Background: an optimization exercise with open tools, aiming at small area and a short achievable clock period. Do not read the settings as production practice. Function was checked by simulation only, so behaviour that the tests miss may differ from the original. Power figures rest on the tool's default switching activity, not on a simulated workload.

==> run a: inputs <==
==> flow/design.v <==
`default_nettype none
module fetch_predict
(
   input  logic        CLK,
   input  logic        nRST,
   input  logic        ihit,
   input  logic [31:0] imemload,
   input  logic        resolve_valid,
   input  logic        resolve_cond,
   input  logic        resolve_jump,
   input  logic        resolve_taken,
   input  logic        resolve_predicted,
   input  logic [31:0] resolve_pc,
   input  logic [31:0] resolve_target,
   output logic [31:0] imemaddr,
   output logic [31:0] fetch_instr,
   output logic [31:0] fetch_pc_plus_4,
   output logic        fetch_predicted,
   output logic        flush
);
   logic [3:0]  btb_valid;
   logic [27:0] btb_tag    [0:3];
   logic [31:0] btb_target [0:3];
   logic [1:0]  btb_state  [0:3];    
   logic [1:0]  fidx;
   logic        predict;
   logic [3:0]  fhit;         
   assign fidx      = imemaddr[3:2];
   for (genvar g = 0; g < 4; g++)
   begin : g_fhit
      assign fhit[g] = (fidx == g) && btb_valid[g] && !btb_state[g][1] &&
                       (btb_tag[g] == imemaddr[31:4]);
   end
   assign predict   = |fhit;
   logic [31:0] pc_step;
   assign pc_step = imemaddr + {29'd0, ihit, 2'b00};
   logic        redirect;
   logic [31:0] redirect_addr;
   logic        fall_through;
   assign redirect     = resolve_valid && (resolve_jump || (resolve_cond && (resolve_taken != resolve_predicted)));
   assign fall_through = !resolve_jump && resolve_cond && !resolve_taken && resolve_predicted;
   assign redirect_addr = fall_through ? resolve_pc + 32'd4 : resolve_target;
   assign flush = redirect;
   logic [1:0]  ridx;
   logic        btb_write;
   logic        check_hit;
   logic [1:0]  cstate;
   logic [1:0]  step_state;
   assign ridx      = resolve_pc[3:2];
   assign btb_write = resolve_valid && resolve_cond && !resolve_jump && ihit;
   logic [3:0]  chit;
   for (genvar g = 0; g < 4; g++)
   begin : g_chit
      assign chit[g] = btb_valid[g] && (btb_tag[g] == resolve_pc[31:4]);
   end
   assign check_hit = chit[ridx];
   assign cstate    = btb_state[ridx];
   always_comb
   begin
      if (resolve_taken)
         step_state = (cstate == 2'b00) ? 2'b00 : cstate - 2'd1;
      else
         step_state = (cstate == 2'b11) ? 2'b11 : cstate + 2'd1;
   end
   for (genvar g = 0; g < 4; g++)
   begin : g_entry
      logic wr;
      assign wr = btb_write && (ridx == g);
      always_ff @(posedge CLK, negedge nRST)
      begin
         if (!nRST)
            btb_valid[g] <= 1'b0;
         else if (wr)
            btb_valid[g] <= 1'b1;
      end
      always_ff @(posedge CLK)
      begin
         if (wr)
         begin
            btb_tag[g]   <= resolve_pc[31:4];
            btb_state[g] <= chit[g] ? step_state : 2'b00;
            if (!chit[g])
               btb_target[g] <= resolve_target;
         end
      end
   end
   always_ff @(posedge CLK, negedge nRST)
   begin
      if (!nRST)
         imemaddr <= 32'd0;
      else if (redirect)
         imemaddr <= redirect_addr;
      else if (predict && ihit)
         imemaddr <= btb_target[fidx];
      else
         imemaddr <= pc_step;    
   end
   logic        fetch_valid;
   logic [31:0] fetch_instr_q;
   logic [31:0] fetch_pc4_q;
   always_ff @(posedge CLK, negedge nRST)
   begin
      if (!nRST)
      begin
         fetch_valid     <= 1'b0;
         fetch_predicted <= 1'b0;
      end
      else if (redirect)
      begin
         fetch_valid     <= 1'b0;
         fetch_predicted <= 1'b0;
      end
      else if (ihit)
      begin
         fetch_valid     <= 1'b1;
         fetch_predicted <= predict;
      end
   end
   always_ff @(posedge CLK)
   begin
      if (ihit)
      begin
         fetch_instr_q <= imemload;
         fetch_pc4_q   <= pc_step;     
      end
   end
   assign fetch_instr     = fetch_instr_q & {32{fetch_valid}};
   assign fetch_pc_plus_4 = fetch_pc4_q   & {32{fetch_valid}};
endmodule
`default_nettype wire
==> flow/flow/run.sh <==
#!/bin/bash
# Standard layout, with two changes to how it is made:
#  - plain buf_2 cells as the port buffers instead of the delay buffers
#    buffer_ports picks by default (every port still gets its own buffer);
#  - the resizer may swap a cell for any other size of the same function,
#    not only ones with the same footprint (placement is legalised after
#    every repair step).
set -euo pipefail
export BUFFER_PORTS_ARGS="-buffer_cell sky130_fd_sc_hd__buf_2"
bash standard.sh MATCH_CELL_FOOTPRINT=0 finish > standard.log 2>&1
==> flow/standard.sh <==
#!/bin/bash
# synth_recipe.tcl (not shown) runs the flow's synth.tcl, then flattens the netlist and writes it again
# the make line also repeats each setting of config.mk as NAME=value (left out here)
make -C /OpenROAD-flow-scripts/flow DESIGN_CONFIG=/design/flow/config.mk WORK_HOME=/design/flow/orfs CLKGATE_MAP_FILE= SYNTH_SCRIPT=/design/flow/synth_recipe.tcl "${@:-finish}"
==> flow/config.mk <==
export PLATFORM = sky130hd
export DESIGN_NAME = fetch_predict
export DESIGN_NICKNAME = fetch_predict
export VERILOG_FILES = /design/flow/design.v
export SDC_FILE = /design/flow/constraint.sdc
export NUM_CORES = 4
export LEC_CHECK = 0
export CAP_MARGIN = 20
export CORE_MARGIN = 2
export CORE_UTILIZATION = 58
export CTS_CLUSTER_DIAMETER = 80
export CTS_CLUSTER_SIZE = 24
export SETUP_SLACK_MARGIN = 1.8
export SLEW_MARGIN = 20
==> flow/constraint.sdc <==
create_clock -name core_clock -period 4.3 [get_ports {CLK}]
set_input_delay 0.8600 -clock core_clock [delete_from_list [all_inputs] [get_ports {CLK}]]
set_output_delay 0.8600 -clock core_clock [all_outputs]
set_load 0.01 [all_outputs]
==> inputs of run b, as changes to run a <==
==> flow/design.v, changed modules only <==
module fetch_predict
(
   input  logic        CLK,
   input  logic        nRST,
   input  logic        ihit,
   input  logic [31:0] imemload,
   input  logic        resolve_valid,
   input  logic        resolve_cond,
   input  logic        resolve_jump,
   input  logic        resolve_taken,
   input  logic        resolve_predicted,
   input  logic [31:0] resolve_pc,
   input  logic [31:0] resolve_target,
   output logic [31:0] imemaddr,
   output logic [31:0] fetch_instr,
   output logic [31:0] fetch_pc_plus_4,
   output logic        fetch_predicted,
   output logic        flush
);
   logic [3:0]  btb_valid;
   logic [27:0] btb_tag    [0:3];
   logic [31:0] btb_target [0:3];
   logic [1:0]  btb_state  [0:3];    
   logic [1:0]  fidx;
   logic        predict;
   logic [31:0] pc_plus_4;
   logic [3:0]  fhit;         
   assign fidx      = imemaddr[3:2];
   for (genvar g = 0; g < 4; g++)
   begin : g_fhit
      assign fhit[g] = (fidx == g) && btb_valid[g] && !btb_state[g][1] &&
                       (btb_tag[g] == imemaddr[31:4]);
   end
   assign predict   = |fhit;
   assign pc_plus_4 = imemaddr + 32'd4;
   logic        redirect;
   logic [31:0] redirect_addr;
   logic        fall_through;
   assign redirect     = resolve_valid && (resolve_jump || (resolve_cond && (resolve_taken != resolve_predicted)));
   assign fall_through = !resolve_jump && resolve_cond && !resolve_taken && resolve_predicted;
   assign redirect_addr = fall_through ? resolve_pc + 32'd4 : resolve_target;
   assign flush = redirect;
   logic [1:0]  ridx;
   logic        btb_write;
   logic        check_hit;
   logic [1:0]  cstate;
   logic [1:0]  step_state;
   assign ridx      = resolve_pc[3:2];
   assign btb_write = resolve_valid && resolve_cond && !resolve_jump && ihit;
   logic [3:0]  chit;
   for (genvar g = 0; g < 4; g++)
   begin : g_chit
      assign chit[g] = btb_valid[g] && (btb_tag[g] == resolve_pc[31:4]);
   end
   assign check_hit = chit[ridx];
   assign cstate    = btb_state[ridx];
   always_comb
   begin
      if (resolve_taken)
         step_state = (cstate == 2'b00) ? 2'b00 : cstate - 2'd1;
      else
         step_state = (cstate == 2'b11) ? 2'b11 : cstate + 2'd1;
   end
   for (genvar g = 0; g < 4; g++)
   begin : g_entry
      logic wr;
      assign wr = btb_write && (ridx == g);
      always_ff @(posedge CLK, negedge nRST)
      begin
         if (!nRST)
            btb_valid[g] <= 1'b0;
         else if (wr)
            btb_valid[g] <= 1'b1;
      end
      always_ff @(posedge CLK)
      begin
         if (wr)
         begin
            btb_tag[g]   <= resolve_pc[31:4];
            btb_state[g] <= chit[g] ? step_state : 2'b00;
            if (!chit[g])
               btb_target[g] <= resolve_target;
         end
      end
   end
   always_ff @(posedge CLK, negedge nRST)
   begin
      if (!nRST)
         imemaddr <= 32'd0;
      else if (redirect)
         imemaddr <= redirect_addr;
      else if (ihit)
         imemaddr <= predict ? btb_target[fidx] : pc_plus_4;
   end
   always_ff @(posedge CLK, negedge nRST)
   begin
      if (!nRST)
      begin
         fetch_instr     <= 32'd0;
         fetch_pc_plus_4 <= 32'd0;
         fetch_predicted <= 1'b0;
      end
      else if (redirect)
      begin
         fetch_instr     <= 32'd0;
         fetch_pc_plus_4 <= 32'd0;
         fetch_predicted <= 1'b0;
      end
      else if (ihit)
      begin
         fetch_instr     <= imemload;
         fetch_pc_plus_4 <= pc_plus_4;
         fetch_predicted <= predict;
      end
   end
endmodule
==> flow/flow/run.sh (replaced) <==
#!/bin/bash
# Standard layout, with plain buf_2 cells as the port buffers instead of
# the delay buffers buffer_ports picks by default. Every port still gets
# its own buffer.
set -euo pipefail
export BUFFER_PORTS_ARGS="-buffer_cell sky130_fd_sc_hd__buf_2"
bash standard.sh > standard.log 2>&1
--- a/flow/config.mk
+++ b/flow/config.mk
@@ -8,7 +8,5 @@
 export CAP_MARGIN = 20
 export CORE_MARGIN = 2
-export CORE_UTILIZATION = 58
-export CTS_CLUSTER_DIAMETER = 80
-export CTS_CLUSTER_SIZE = 24
-export SETUP_SLACK_MARGIN = 1.8
+export CORE_UTILIZATION = 62
+export SETUP_SLACK_MARGIN = 2.0
 export SLEW_MARGIN = 20
==> run notes <==
- Run a ran to the end with no violations. Run b finished with timing, DRC and antenna clean.
- In run a the utilization is lower than in run b, by 11 points.
- Between run a and run b, the lower non-clock buffer count is in run a (gap 65).
- Of run b and run a, run a has the higher sequential power (gap about 2%, measured against run a).
- Wire length: run a is smaller than run b (22%).
- Of run a and run b, run a has the higher clock skew (gap 3.2 ps).
- In run b the fmax is lower than in run a, by about 7%.
- Against run a, the total power of run b is higher by about 23%.
- Of run b and run a, run b has the higher first-iteration DRC count (gap about 100%, measured against run a).
- Design area: run b is larger than run a (about 13%).

-- separate check: timing with driven ports --
How much do the figures lean on ideal ports? The routed layouts below were timed once more, with nothing changed but the port constraints. Step 1 (the two cells are an assumption about what drives the block):
set clk [get_ports {CLK}]
set_driving_cell -lib_cell sky130_fd_sc_hd__clkbuf_16 $clk
set_driving_cell -lib_cell sky130_fd_sc_hd__buf_2 [delete_from_list [all_inputs] $clk]
Step 2 also shifts input and output timing later by t, the mid clock arrival at the registers, as if the neighbouring blocks saw the same clock. Slacks: no drivers / after step 1 / after step 2; pairs: no drivers / after step 1.
run | shift t [ns] | setup slack, ns | hold slack, ns | latest minus earliest clock arrival (ns) | slew at the worst register clock pin (ns)
run a | 0.577 | 1.833 / 1.809 / 1.276 | 0.403 / 0.392 / 0.502 | 0.031 / 0.032 | 0.10 / 0.10
run b | 0.574 | 1.641 / 1.641 / 1.316 | 0.267 / 0.241 / 0.513 | 0.028 / 0.029 | 0.06 / 0.06
After both steps every run listed still meets setup and hold. The setup slack of run a, which loses most, moves by -0.024 ns with the drivers and by -0.557 ns with both steps.
